Background: an optimization exercise with open tools, aiming at small area. Do not read the settings as production practice.
The RTL of this run was laid out without a check of its function.

===== run.sh =====
#!/bin/bash
# synth_recipe.tcl (not shown) runs the flow's synth.tcl, then flattens the netlist and writes it again
# the make line also repeats each setting of config.mk as NAME=value (left out here)
make -C /OpenROAD-flow-scripts/flow DESIGN_CONFIG=/design/flow/config.mk WORK_HOME=/design/flow/orfs CLKGATE_MAP_FILE= SYNTH_SCRIPT=/design/flow/synth_recipe.tcl finish

===== config.mk =====
export PLATFORM = sky130hd
export DESIGN_NAME = gregorian_date_up_down_counter_core
export DESIGN_NICKNAME = gregorian_date_up_down_counter_core
export VERILOG_FILES = /design/flow/design.v
export SDC_FILE = /design/flow/constraint.sdc
export NUM_CORES = 4
export LEC_CHECK = 0
export CAP_MARGIN = 20
export CORE_MARGIN = 2
export CORE_UTILIZATION = 40
export SLEW_MARGIN = 20

===== constraint.sdc =====
create_clock -name core_clock -period 10.0 [get_ports {clk}]
set_input_delay 2.0000 -clock core_clock [delete_from_list [all_inputs] [get_ports {clk}]]
set_output_delay 2.0000 -clock core_clock [all_outputs]
set_load 0.01 [all_outputs]

===== design.v =====
package gdc_pkg;
	localparam logic [1:0] CMD_FWD  = 2'd0;
	localparam logic [1:0] CMD_BACK = 2'd1;
	localparam logic [1:0] CMD_LOAD = 2'd2;
	localparam logic [13:0] RST_YEAR = 14'd1970;
	localparam logic [3:0]  RST_MON  = 4'd1;
	localparam logic [4:0]  RST_DAY  = 5'd1;
	function automatic logic is_leap(input logic [13:0] y);
		logic [11:0] k;
		k = y[13:2];
		is_leap = (y[1:0] == 2'd0) && ((k % 12'd25 != 12'd0) || (y[3:2] == 2'd0));
	endfunction
	function automatic logic [4:0] month_len(input logic [3:0] m, input logic leap);
		case (m)
			4'd4, 4'd6, 4'd9, 4'd11: month_len = 5'd30;
			4'd2:                    month_len = leap ? 5'd29 : 5'd28;
			default:                 month_len = 5'd31;
		endcase
	endfunction
endpackage
module gdc_load_dec (
	input  logic [26:0] v,
	output logic [13:0] year,
	output logic [3:0]  month,
	output logic [4:0]  day,
	output logic        fmt_ok
);
	logic [16:0] acc;
	logic [13:0] r;
	logic [13:0] prod_m;
	logic [4:0]  m5;
	logic [6:0]  d7;
	assign acc  = 17'(v[26:11]) + 17'(v[26:12]) + 17'(v[26:14]) + 17'(v[26:17])
		- 17'(v[26:20]) - 17'(v[26:23]) + 17'd3;
	assign year = acc[16:3];
	assign r = v[13:0] - {year[0], 13'b0} - {year[2:0], 11'b0} + {year[5:0], 8'b0} - {year[9:0], 4'b0};
	assign prod_m = {r[10:0], 2'b0} + 14'(r[10:0]) + 14'd200;
	assign m5     = prod_m[13:9];
	assign d7     = r[6:0] - {m5[0], 6'b0} - {m5[1:0], 5'b0} - {m5[4:0], 2'b0};
	assign month  = m5[3:0];
	assign day    = d7[4:0];
	assign fmt_ok = (year < 14'd10000) && (r[13:11] == 3'd0)
		&& (m5 != 5'd0) && (m5 <= 5'd12) && (d7 != 7'd0) && (d7[6:5] == 2'b0);
endmodule
module gdc_step (
	input  logic [13:0] year,
	input  logic [3:0]  month,
	input  logic [4:0]  day,
	input  logic        leap,
	input  logic        back,
	output logic [13:0] year_pm,
	output logic [13:0] year_nx,
	output logic [3:0]  month_nx,
	output logic [4:0]  day_nx,
	output logic        year_chg
);
	logic [4:0] mlen_cur, mlen_prev;
	logic       last_day, first_day, edge_day;
	assign mlen_cur  = gdc_pkg::month_len(month, leap);
	assign mlen_prev = gdc_pkg::month_len(month - 4'd1, leap);
	assign last_day  = (day == mlen_cur);
	assign first_day = (day == 5'd1);
	assign edge_day  = back ? first_day : last_day;
	assign year_chg  = edge_day && (month == (back ? 4'd1 : 4'd12));
	assign year_pm = year + (back ? 14'h3fff : 14'h0001);
	always_comb begin
		year_nx  = year;
		month_nx = month;
		day_nx   = day;
		if (!edge_day) begin
			day_nx = back ? day - 5'd1 : day + 5'd1;
		end else if (!year_chg) begin
			month_nx = back ? month - 4'd1 : month + 4'd1;
			day_nx   = back ? mlen_prev : 5'd1;
		end else begin
			month_nx = back ? 4'd12 : 4'd1;
			day_nx   = back ? 5'd31 : 5'd1;
			if (back) year_nx = (year == 14'd0) ? 14'd9999 : year_pm;
			else      year_nx = (year == 14'd9999) ? 14'd0 : year_pm;
		end
	end
endmodule
module gdc_pack (
	input  logic [13:0] year,
	input  logic [3:0]  month,
	input  logic [4:0]  day,
	output logic [26:0] packed_date
);
	assign packed_date = {year, 13'b0} + {2'b0, year, 11'b0} - {5'b0, year, 8'b0} + {9'b0, year, 4'b0}
		+ {17'b0, month, 6'b0} + {18'b0, month, 5'b0} + {21'b0, month, 2'b0} + {22'b0, day};
endmodule
module gregorian_date_up_down_counter_core (
	input logic       clk,
	input logic       arst_n,
	input  logic        req_valid,
	output logic        req_ready,
	input  logic [1:0]  req_cmd,
	input  logic [26:0] req_load_value,
	output logic        rsp_valid,
	input  logic        rsp_ready,
	output logic [13:0] rsp_year_out,
	output logic [3:0]  rsp_month_out,
	output logic [4:0]  rsp_day_out,
	output logic [26:0] rsp_packed_now,
	output logic [26:0] rsp_packed_before,
	output logic        rsp_leap_flag,
	output logic        rsp_load_ok
);
	logic [13:0] year_q;
	logic [3:0]  mon_q;
	logic [4:0]  day_q;
	logic        leap_q;
	logic        vld_q;
	logic [26:0] before_q;
	logic        ok_q;
	logic        take;
	logic        is_step, is_back, is_load;
	logic [13:0] ld_year;
	logic [3:0]  ld_mon;
	logic [4:0]  ld_day;
	logic        ld_fmt_ok, load_ok;
	logic [13:0] year_pm, st_year;
	logic [3:0]  st_mon;
	logic [4:0]  st_day;
	logic        year_chg;
	logic        leap_new;
	logic [26:0] pack_now;
	assign req_ready = !vld_q || rsp_ready;
	assign take      = req_valid && req_ready;
	assign is_step   = !req_cmd[1];
	assign is_back   = req_cmd[0];
	assign is_load   = (req_cmd == gdc_pkg::CMD_LOAD);
	gdc_load_dec u_dec (
		.v      (req_load_value),
		.year   (ld_year),
		.month  (ld_mon),
		.day    (ld_day),
		.fmt_ok (ld_fmt_ok)
	);
	gdc_step u_step (
		.year     (year_q),
		.month    (mon_q),
		.day      (day_q),
		.leap     (leap_q),
		.back     (is_back),
		.year_pm  (year_pm),
		.year_nx  (st_year),
		.month_nx (st_mon),
		.day_nx   (st_day),
		.year_chg (year_chg)
	);
	gdc_pack u_pack (
		.year        (year_q),
		.month       (mon_q),
		.day         (day_q),
		.packed_date (pack_now)
	);
	assign leap_new = gdc_pkg::is_leap(is_load ? ld_year : year_pm);
	assign load_ok  = is_load && ld_fmt_ok && (ld_day <= gdc_pkg::month_len(ld_mon, leap_new));
	always_ff @(posedge clk or negedge arst_n) begin
		if (!arst_n) begin
			year_q <= gdc_pkg::RST_YEAR;
			mon_q  <= gdc_pkg::RST_MON;
			day_q  <= gdc_pkg::RST_DAY;
			leap_q <= 1'b0;
			vld_q  <= 1'b0;
		end else begin
			vld_q <= take || (vld_q && !rsp_ready);
			if (take && load_ok) begin
				year_q <= ld_year;
				mon_q  <= ld_mon;
				day_q  <= ld_day;
				leap_q <= leap_new;
			end else if (take && is_step) begin
				year_q <= st_year;
				mon_q  <= st_mon;
				day_q  <= st_day;
				if (year_chg) leap_q <= leap_new;
			end
		end
	end
	always_ff @(posedge clk) begin
		if (take) begin
			before_q <= pack_now;
			ok_q     <= load_ok;
		end
	end
	assign rsp_valid         = vld_q;
	assign rsp_year_out      = year_q;
	assign rsp_month_out     = mon_q;
	assign rsp_day_out       = day_q;
	assign rsp_packed_now    = pack_now;
	assign rsp_packed_before = before_q;
	assign rsp_leap_flag     = leap_q;
	assign rsp_load_ok       = ok_q;
endmodule

==> flow_summary.yaml <==
critical_path:
  end_kind: "flop"
  required_ps: 10240
  reg2reg_from: "year_q[1]$_DFFE_PN1P_"
  r2r_end: "mon_q[2]$_DFFE_PN0P_"
  rrSetupSlack_ps: 330
  cpPeakStageDelay_ps: 590
  critPathSlowestCell: "or4_4"
  crit_arrival_ps: 12430
  cp_num_buf_inv: 11
  cp-start-kind: "input pin"
  r2r_cells: 47
  crit_type: "in -> reg"
  cp_top_family: "compound AO/OA/AOI/OAI gates"
  crit_path_max_fanout: 8
placement:
  gp_congestion: 0.9051
  dp.cells: 2196
  hpwl_mm: 29.10
  io_buffers: 113
min_path:
  hold_depth: 2
  worstHoldStart: "vld_q$_DFF_PN0_"
  min_path_type: "reg -> reg"
  min_to: "vld_q$_DFF_PN0_"
outcome:
  failed_checks: "negative setup slack"
  status: "finished with violations"
floorplanning:
  die_w_um: 174.1
  fp.dieArea_mm2: 0.03030
  dieHeight_um: 174.1
  io_pins: 114
  initial_core_util: 0.4042
  placementRows: 62
  core_area_mm2: 0.02863
timing:
  fin_skew_ps: 9.539
  fin_hold_ws_ps: 579.2
  tightest_slew_ps: 867.7
  finalMaxSlewViolations: 0
  period_needed_ps: 12190
  rsz0062_at_grt: "yes"
  fin_crit_sh: 1.219
  hold_viol: 0
  fmax_mhz: 82.07
  layout_setup_ws_ps: -2185
  setup_viol: 25
  relSlewSlack: 0.4201
flow_run:
  cap_violations: 0
synthesis:
  ys_ff_latch: 53
  synthFlopType: "edfxtp_1"
  yosysTopAreaCell: "ha_1"
  synthTopCellsByArea: "ha_1 18%, fa_1 11%, inv_1 7.5%, edfxtp_1 7.3%, a21oi_1 4.6%"
  synthArstFlopShare: 0.4717
  synth_cells: 1421
  syn-cell-area_mm2: 0.01157
  synth_area_per_cell_um2: 8.142
  syn_nets: 1681
  synth.top_cell.area_share: 0.1752
  yosys_warnings: 2
  synth_edf_count: 28
  ys_types: 108
  yosysSeqAreaShare: 0.1277
detailed_routing:
  wirelength_mm: 35.86
  dr.first_iter.drc_count: 531
  remaining_drc_errors: 0
  wl_per_cell_um: 15.88
  postRouteAntennaNets: 0
  vias: 12040
  viasPerCell: 5.331
  drt_pass1_iterations: 7
global_route:
  gr-total-overflow: 0
  track_usage: 0.2299
  grt_max_degree: 30
  first_global_vias: 11880
  antenna_found_initial: 0
  grt_first_pass_wirelength_mm: 58.18
cts:
  tritoncts: "done"
  cts_buffers: 5
  root_buffer: "clkbuf_16"
  clockBufferDepth: 2
  clock_latency_ps: 300
  ctsHoldBuffers: 0
  clock-sinks: 53
  clk_pin_slew_ps: 70
  htreeDepth: 2
layout:
  antenna_cells: 0
  fin_cells: 2258
  num-fill-cells: 2502
  syn2layout_area_growth_pct: 46.47
  drive_gt1_frac: 0.3122
  final_cell_mix: "359 x buf_4, 216 x inv_1, 154 x ha_1"
  nets: 2133
  layout_commonest_cell: "buf_4"
-- cells by family after synthesis --
| logic type | Yosys count | synth area share |
|---|---|---|
| DFF | 53 | 0.1277 |
| and+or+nand+nor | 359 | 0.1605 |
| AOI/OAI and AO/OA | 399 | 0.2445 |
| buffers and inverters | 279 | 0.09657 |
| muxes | 22 | 0.01968 |
| adders and majority gates | 227 | 0.2877 |
| xor gates and xnor gates | 82 | 0.06337 |
-- worst min-delay path, delay by kind of cell, from the launching register on --
| kind | cells | cell delay (ps) |
|---|---|---|
| flip-flops | 1 | 370 |
| AND/OR/NAND/NOR | 2 | 180 |
-- cells in the mapped netlist (all sizes together) (28+ instances only) --
cell type and n:
a21oi 111, o21bai 30, o21ai 74, nor2 79, nor3 39, nand2 84, edfxtp 28, xnor2 62
nand3 30, inv 231, buf 28, fa 65, ha 162
-- worst max path at each step --
stage,start,cells past startpoint,endpoint
5_1_grt,req_load_value[21],52,mon_q[2]$_DFFE_PN0P_
3_3_place_gp,req_load_value[23],50,year_q[13]$_DFFE_PN0P_
2_1_floorplan,req_load_value[19],50,day_q[2]$_DFFE_PN0P_
4_1_cts,req_load_value[24],50,mon_q[2]$_DFFE_PN0P_
3_5_place_dp,req_load_value[21],51,day_q[2]$_DFFE_PN0P_
6_report,req_load_value[20],52,mon_q[2]$_DFFE_PN0P_
-- cell type report --
class / instances / area (µm²) / area share
Multi-Input combinational cell: 1089 / 9891 / 0.5837
Timing Repair Buffer: 493 / 4075 / 0.2405
Sequential cell: 53 / 1478 / 0.08720
Inverter: 231 / 877.1 / 0.05176
Tap cell: 384 / 480.5 / 0.02835
Clock buffer: 5 / 125.1 / 0.007383
Clock inverter: 3 / 20.02 / 0.001181
-- per-stage QoR --
| stage | worst slack (ps) | utilization | instance area (µm²) | TNS (ps) |
|---|---|---|---|---|
| 2_1_floorplan | -1894 | - | 11720 | -45970 |
| 3_3_place_gp | -2982 | 0.5426 | 15530 | -72970 |
| 3_5_place_dp | -3149 | 0.5426 | 15530 | -76660 |
| 4_1_cts | -2173 | 0.5753 | 16470 | -52620 |
| 5_1_grt | -2723 | 0.5920 | 16950 | -66250 |
| 6_report | -2185 | 0.5920 | 16950 | -53060 |
-- state kept, by name, summed over array words and instances, names as in the netlist --
| signal | cells |
|---|---|
| before_q | 27 |
| year_q | 14 |
| day_q | 5 |
| mon_q | 4 |
| leap_q | 1 |
| ok_q | 1 |
| vld_q | 1 |
-- layer usage --
layer / routed length (µm) / global-route usage / vias up
met5: 0 / 0 / -
met4: 789 / 0.05462 / 0
met3: 1528 / 0.01465 / 60
met2: 17950 / 0.4200 / 337
met1: 15600 / 0.2957 / 5703
li1: - / - / 5937
-- timing repair --
item,CTS,global route
gates resized for setup,159,75
cloned,3,0
setup buffers,35,19
pin swaps,63,55
setup endpoints to repair,25,25

## afterwards: timing with drivers on the ports
The flow's constraints put no driver on any port. The routed layout listed below was extracted and timed again, unchanged, in two steps. Step 1, drivers: a clkbuf_16 drives clk and a buf_2 each remaining input, both assumed. Step 2 adds t to the input delays and takes it off the output delays; t is the mean of the earliest and latest rising clock arrival at the registers after step 1. Input paths then give back, and output paths get back, about the clock's delay inside the block. a / b / c = ideal ports / drivers / drivers and shift; a / b = the first two.
t, ns: 0.335
slack for setup (ns): -2.185 / -2.181 / -2.516
clock arrival spread, ns: 0.010 / 0.010
worst data-port slew with drivers (ns): 0.05
pins driven straight from the clock port: 1
For this run, drivers alone change the setup slack by +0.004 ns; drivers and shift together by -0.331 ns.
